This design comes from an exercise in tuning for small area, a short achievable clock period and few clock cycles on the open sky130 flow, not from production work.
Where RTL was checked, it was by simulation tests only, not by an equivalence proof against the original.

==> run a: inputs <==
==> flow/design.v <==
`default_nettype none
package pfti_pkg;
    localparam int IndexBits = 31;
    localparam int CountBits = 16;
    localparam int FaceBits  = 30;
    localparam int PaddrBits = 3;
    localparam int PdataBits = 32;
    localparam logic [PaddrBits-1:0] CfgAddrFlip = 3'd0;
    localparam logic FuncHeader = 1'b0;
    localparam logic FuncVertex = 1'b1;
    localparam logic [1:0] HideNone  = 2'd0;
    localparam logic [1:0] HideFirst = 2'd1;
    localparam logic [1:0] HideLast  = 2'd2;
    localparam logic [1:0] HideBoth  = 2'd3;
    localparam int ItemBits = 1 + CountBits + 1 + IndexBits;
    localparam int ResultBits = 3 * IndexBits + FaceBits + 2 + IndexBits;
    localparam logic [1:0] FAN_SINGLE = 2'd0;
    localparam logic [1:0] FAN_FIRST  = 2'd1;
    localparam logic [1:0] FAN_MIDDLE = 2'd2;
    localparam logic [1:0] FAN_LAST   = 2'd3;
    localparam int JobBits = 3 * IndexBits + FaceBits + 2 + IndexBits + CountBits;
endpackage
`default_nettype wire
`default_nettype none
module polygon_fan_triangle_indexer (
    input  wire                                  clk,
    input  wire                                  rst_n,
    input  wire                                  item_valid,
    output logic                                 item_ready,
    input  wire [pfti_pkg::ItemBits-1:0]         item_data,
    output logic                                 result_valid,
    input  wire                                  result_ready,
    output logic [pfti_pkg::ResultBits-1:0]      result_data,
    input  wire                                  psel,
    input  wire                                  penable,
    input  wire                                  pwrite,
    input  wire [pfti_pkg::PaddrBits-1:0]        paddr,
    input  wire [pfti_pkg::PdataBits-1:0]        pwdata,
    output logic [pfti_pkg::PdataBits-1:0]       prdata,
    output logic                                 pready
);
    localparam int IndexBits = pfti_pkg::IndexBits;
    localparam int CountBits = pfti_pkg::CountBits;
    localparam int FaceBits  = pfti_pkg::FaceBits;
    logic flip_reg;
    logic cfg_write;
    assign pready    = 1'b1;
    assign cfg_write = psel && penable && pwrite && (paddr == pfti_pkg::CfgAddrFlip);
    assign prdata    = {31'b0, flip_reg && (paddr == pfti_pkg::CfgAddrFlip)};
    always_ff @(posedge clk or negedge rst_n)
    begin
        if (!rst_n)
            flip_reg <= 1'b0;
        else if (cfg_write)
            flip_reg <= pwdata[0];
    end
    logic                 item_func;
    logic [CountBits-1:0] item_count;
    logic                 item_hole;
    logic [IndexBits-1:0] item_index;
    assign {item_func, item_count, item_hole, item_index} = item_data;
    logic                 seen_reg;
    logic [FaceBits-1:0]  face_reg;
    logic [IndexBits-1:0] base_reg;
    logic [CountBits-1:0] size_reg;
    logic [CountBits-1:0] pos_reg;
    logic                 hole_reg;
    logic [IndexBits-1:0] origin_reg;
    logic [IndexBits-1:0] prev_reg;      
    logic [IndexBits-1:0] prev2_reg;     
    logic [1:0]           hide_reg;      
    logic                 pend_reg;      
    logic live;
    logic take_header;
    logic take_vertex;
    logic emit;
    logic hold;
    assign live = seen_reg && (pos_reg < size_reg);
    assign hold = pend_reg && !result_ready;
    assign item_ready = !hold || (item_func == pfti_pkg::FuncVertex && !live);
    assign take_header = item_valid && !hold && item_func == pfti_pkg::FuncHeader;
    assign take_vertex = item_valid && !hold && item_func == pfti_pkg::FuncVertex && live;
    assign emit        = take_vertex && (pos_reg >= CountBits'(2))
                      && (size_reg >= CountBits'(3)) && !hole_reg;
    logic [1:0] hide_next;
    always_comb
    begin
        if (size_reg == CountBits'(3))
            hide_next = pfti_pkg::HideNone;
        else if (pos_reg == CountBits'(2))
            hide_next = pfti_pkg::HideFirst;
        else if (pos_reg == size_reg - CountBits'(1))
            hide_next = pfti_pkg::HideLast;
        else
            hide_next = pfti_pkg::HideBoth;
    end
    always_ff @(posedge clk or negedge rst_n)
    begin
        if (!rst_n)
        begin
            seen_reg <= 1'b0;
            face_reg <= '0;
            base_reg <= '0;
            pend_reg <= 1'b0;
        end
        else
        begin
            if (take_header)
            begin
                seen_reg <= 1'b1;
                if (seen_reg)
                begin
                    face_reg <= face_reg + FaceBits'(1);
                    base_reg <= base_reg + IndexBits'(size_reg);
                end
            end
            if (!hold)
                pend_reg <= emit;
        end
    end
    always_ff @(posedge clk)
    begin
        if (take_header)
        begin
            size_reg <= item_count;
            hole_reg <= item_hole;
            pos_reg  <= '0;
        end
        if (take_vertex)
        begin
            pos_reg   <= pos_reg + CountBits'(1);
            prev_reg  <= item_index;
            prev2_reg <= prev_reg;
            if (pos_reg == '0)
                origin_reg <= item_index;
            hide_reg  <= hide_next;
        end
    end
    logic [IndexBits-1:0] o, u, v;
    logic [IndexBits-1:0] corner_a, corner_b, corner_c;
    logic [IndexBits-1:0] edge_number;
    assign o = origin_reg;
    assign u = prev2_reg;
    assign v = prev_reg;
    always_comb
    begin
        corner_a = o;
        corner_b = flip_reg ? u : v;
        corner_c = flip_reg ? v : u;
        edge_number = base_reg + IndexBits'(pos_reg) - IndexBits'(2);
        case (hide_reg)
            pfti_pkg::HideNone:
                edge_number = base_reg;
            pfti_pkg::HideFirst:
                if (flip_reg)
                begin
                    corner_a = u;
                    corner_b = v;
                    corner_c = o;
                end
            pfti_pkg::HideLast:
                if (flip_reg)
                begin
                    corner_a = v;
                    corner_b = o;
                    corner_c = u;
                end
            default: ;
        endcase
    end
    assign result_valid = pend_reg;
    assign result_data  = {corner_a, corner_b, corner_c, face_reg, hide_reg, edge_number};
endmodule
`default_nettype wire
==> flow/run.sh <==
#!/bin/bash
# synth_recipe.tcl (not shown) runs the flow's synth.tcl, then flattens the netlist and writes it again
# the make line also repeats each setting of config.mk as NAME=value (left out here)
make -C /OpenROAD-flow-scripts/flow DESIGN_CONFIG=/design/flow/config.mk WORK_HOME=/design/flow/orfs CLKGATE_MAP_FILE= SYNTH_SCRIPT=/design/flow/synth_recipe.tcl finish
==> flow/config.mk <==
export PLATFORM = sky130hd
export DESIGN_NAME = polygon_fan_triangle_indexer
export DESIGN_NICKNAME = polygon_fan_triangle_indexer
export VERILOG_FILES = /design/flow/design.v
export SDC_FILE = /design/flow/constraint.sdc
export NUM_CORES = 4
export LEC_CHECK = 0
export CAP_MARGIN = 20
export CORE_MARGIN = 2
export CORE_UTILIZATION = 40
export SLEW_MARGIN = 20
==> flow/constraint.sdc <==
create_clock -name core_clock -period 4.0 [get_ports {clk}]
set_input_delay 0.8000 -clock core_clock [delete_from_list [all_inputs] [get_ports {clk}]]
set_output_delay 0.8000 -clock core_clock [all_outputs]
set_load 0.01 [all_outputs]
==> run b: changes against run a <==
==> flow/design.v (replaced) <==
`default_nettype none
package pfti_pkg;
    localparam int IndexBits = 31;
    localparam int CountBits = 16;
    localparam int FaceBits  = 30;
    localparam int PaddrBits = 3;
    localparam int PdataBits = 32;
    localparam logic [PaddrBits-1:0] CfgAddrFlip = 3'd0;
    localparam logic FuncHeader = 1'b0;
    localparam logic FuncVertex = 1'b1;
    localparam logic [1:0] HideNone  = 2'd0;
    localparam logic [1:0] HideFirst = 2'd1;
    localparam logic [1:0] HideLast  = 2'd2;
    localparam logic [1:0] HideBoth  = 2'd3;
    localparam int ItemBits = 1 + CountBits + 1 + IndexBits;
    localparam int ResultBits = 3 * IndexBits + FaceBits + 2 + IndexBits;
    localparam logic [1:0] FAN_SINGLE = 2'd0;
    localparam logic [1:0] FAN_FIRST  = 2'd1;
    localparam logic [1:0] FAN_MIDDLE = 2'd2;
    localparam logic [1:0] FAN_LAST   = 2'd3;
    localparam int JobBits = 3 * IndexBits + FaceBits + 2 + IndexBits + CountBits;
endpackage
`default_nettype wire
`default_nettype none
module polygon_fan_triangle_indexer (
    input  wire                                  clk,
    input  wire                                  rst_n,
    input  wire                                  item_valid,
    output logic                                 item_ready,
    input  wire [pfti_pkg::ItemBits-1:0]         item_data,
    output logic                                 result_valid,
    input  wire                                  result_ready,
    output logic [pfti_pkg::ResultBits-1:0]      result_data,
    input  wire                                  psel,
    input  wire                                  penable,
    input  wire                                  pwrite,
    input  wire [pfti_pkg::PaddrBits-1:0]        paddr,
    input  wire [pfti_pkg::PdataBits-1:0]        pwdata,
    output logic [pfti_pkg::PdataBits-1:0]       prdata,
    output logic                                 pready
);
    localparam int IndexBits = pfti_pkg::IndexBits;
    localparam int CountBits = pfti_pkg::CountBits;
    localparam int FaceBits  = pfti_pkg::FaceBits;
    logic flip_reg;
    logic cfg_write;
    assign pready    = 1'b1;
    assign cfg_write = psel && penable && pwrite && (paddr == pfti_pkg::CfgAddrFlip);
    assign prdata    = {31'b0, flip_reg && (paddr == pfti_pkg::CfgAddrFlip)};
    always_ff @(posedge clk or negedge rst_n)
    begin
        if (!rst_n)
            flip_reg <= 1'b0;
        else if (cfg_write)
            flip_reg <= pwdata[0];
    end
    logic                 item_func;
    logic [CountBits-1:0] item_count;
    logic                 item_hole;
    logic [IndexBits-1:0] item_index;
    assign {item_func, item_count, item_hole, item_index} = item_data;
    logic [FaceBits-1:0]  face_reg;
    logic [IndexBits-1:0] edge_reg;
    logic [CountBits-1:0] rem_reg;       
    logic                 live_reg;      
    logic [1:0]           pc_reg;        
    logic                 n3_reg;        
    logic                 fan_reg;       
    logic [IndexBits-1:0] ca_reg;
    logic [IndexBits-1:0] cb_reg;
    logic [IndexBits-1:0] cc_reg;
    logic [1:0]           hide_reg;      
    logic [1:0]           mode_reg;      
    logic                 pend_reg;      
    logic [1:0] pc_skip;     
    logic hold;
    logic take_header;
    logic take_vertex;
    logic emit;
    assign hold = pend_reg && !result_ready;
    assign item_ready = !hold || (item_func == pfti_pkg::FuncVertex && !live_reg);
    assign take_header = item_valid && !hold && item_func == pfti_pkg::FuncHeader;
    assign take_vertex = item_valid && !hold && item_func == pfti_pkg::FuncVertex && live_reg;
    assign pc_skip     = (n3_reg || !pc_reg[1]) ? pc_reg : 2'd2;
    assign emit        = take_vertex && pc_reg[1] && fan_reg;
    always_ff @(posedge clk or negedge rst_n)
    begin
        if (!rst_n)
        begin
            face_reg <= '1;
            edge_reg <= '0;
            rem_reg  <= '0;
            pc_reg   <= 2'd0;
            live_reg <= 1'b0;
            pend_reg <= 1'b0;
        end
        else
        begin
            if (take_header)
            begin
                face_reg <= face_reg + FaceBits'(1);
                edge_reg <= edge_reg + IndexBits'(rem_reg) + IndexBits'(pc_skip);
                rem_reg  <= item_count;
                pc_reg   <= 2'd0;
                live_reg <= (item_count != '0);
            end
            else if (take_vertex)
            begin
                live_reg <= (rem_reg != CountBits'(1));
                rem_reg  <= rem_reg - CountBits'(1);
                if (pc_reg != 2'd3)
                    pc_reg <= pc_reg + 2'd1;
                if (pc_reg[1] && !n3_reg)
                    edge_reg <= edge_reg + IndexBits'(1);
            end
            if (!hold)
                pend_reg <= emit;
        end
    end
    always_ff @(posedge clk)
    begin
        if (take_header)
        begin
            n3_reg   <= (item_count == CountBits'(3));
            fan_reg  <= (item_count >= CountBits'(3)) && !item_hole;
        end
        if (take_vertex)
        begin
            ca_reg    <= ca_next;
            cb_reg    <= cb_next;
            cc_reg    <= cc_next;
            hide_reg  <= hide_next;
            mode_reg  <= mode_next;
        end
    end
    logic [1:0] hide_next;
    logic [1:0] mode_next;
    logic [IndexBits-1:0] o, v, o_new, u_new;
    logic [IndexBits-1:0] ca_next, cb_next, cc_next;
    always_comb
    begin
        if (n3_reg)
            hide_next = pfti_pkg::HideNone;
        else if (pc_reg == 2'd2)
            hide_next = pfti_pkg::HideFirst;
        else if (rem_reg == CountBits'(1))
            hide_next = pfti_pkg::HideLast;
        else
            hide_next = pfti_pkg::HideBoth;
        if (!flip_reg)
            mode_next = 2'd0;
        else if (hide_next == pfti_pkg::HideFirst)
            mode_next = 2'd2;
        else if (hide_next == pfti_pkg::HideLast)
            mode_next = 2'd3;
        else
            mode_next = 2'd1;
        case (mode_reg)
            2'd0:    begin o = ca_reg; v = cb_reg; end
            2'd1:    begin o = ca_reg; v = cc_reg; end
            2'd2:    begin o = cc_reg; v = cb_reg; end
            default: begin o = cb_reg; v = ca_reg; end
        endcase
        o_new = (pc_reg == 2'd0) ? item_index : o;
        u_new = v;
        case (mode_next)
            2'd0:    begin ca_next = o_new;      cb_next = item_index; cc_next = u_new;      end
            2'd1:    begin ca_next = o_new;      cb_next = u_new;      cc_next = item_index; end
            2'd2:    begin ca_next = u_new;      cb_next = item_index; cc_next = o_new;      end
            default: begin ca_next = item_index; cb_next = o_new;      cc_next = u_new;      end
        endcase
    end
    assign result_valid = pend_reg;
    assign result_data  = {ca_reg, cb_reg, cc_reg, face_reg, hide_reg, edge_reg};
endmodule
`default_nettype wire
==> impl_metrics.env <==
export IMPL_status="no timing/DRC/antenna violations"
export IMPL_multi_input_area_um2=6334
export IMPL_flops_and_latches=181
export IMPL_synth_cells=1351
export IMPL_path_buf_inv=1
export IMPL_grt_pass1_wl_um=54720
export IMPL_synth_common_cells="159 x nand2_1, 151 x a21oi_1, 115 x o21ai_0"
export IMPL_seq_cell_share=0.3336
export IMPL_setup_tns_ps=0
export IMPL_synth_most_common_cell="nand2_1"
export IMPL_clockPowerShare=0.213
export IMPL_cts_resized=0
export IMPL_ir_worst_vdd_mv=0.3509
export IMPL_postCtsSetupRepairBufs=0
export IMPL_antenna_found_initial=0
export IMPL_insertion_delay_ps=430
export IMPL_layout_cells_non_filler=1920
export IMPL_cp_depth=11
export IMPL_seq_power_w=0.00267
export IMPL_pwr_share_comb=0.440
export IMPL_grt_use_met3=0.04756
export IMPL_rr_endpoint="ca_reg[11]$_DFFE_PP_"
That was run b.
==> impl_metrics.env <==
export IMPL_synth_most_common_cell="edfxtp_1"
export IMPL_seq_power_w=0.00253
export IMPL_multi_input_area_um2=8419
export IMPL_cts_resized=167
export IMPL_flops_and_latches=192
export IMPL_grt_pass1_wl_um=62040
export IMPL_setup_viol=21
export IMPL_failed_checks="setup timing"
export IMPL_rr_endpoint="prev2_reg[24]$_DFFE_PP_"
export IMPL_status="complete, but fails checks"
export IMPL_pwr_share_comb=0.598
export IMPL_setup_slack_ps=-200.2
export IMPL_setup_tns_ps=-2505
That was run a.
Testbench counts of run a, summed over its fixed seeds: cycles 38,260.
The RTL of run b was laid out without a check of its function.

## afterwards: timing with drivers on the ports
The flow's constraints put no driver on any port. The routed layouts listed below were extracted and timed again, unchanged, in two steps. Step 1 sets driving cells, clkbuf_16 on the clock port and buf_2 on the other inputs (assumed; they add their load-dependent delay and slew). Step 2, shift: input delay + t, output delay - t, t = (earliest + latest rising clock arrival at the registers) / 2. This alone moves slack from input paths to output paths. a / b / c = ideal / step 1 / step 2; a / b = the first two.
run	t, ns	setup WS [ns]	hold slack, ns	worst setup path after step 2
run a	0.492	-0.200 / -0.254 / 0.238	0.469 / 0.438 / 0.483	register to output
run b	0.468	0.219 / 0.219 / 0.219	0.405 / 0.398 / 0.476	register to register
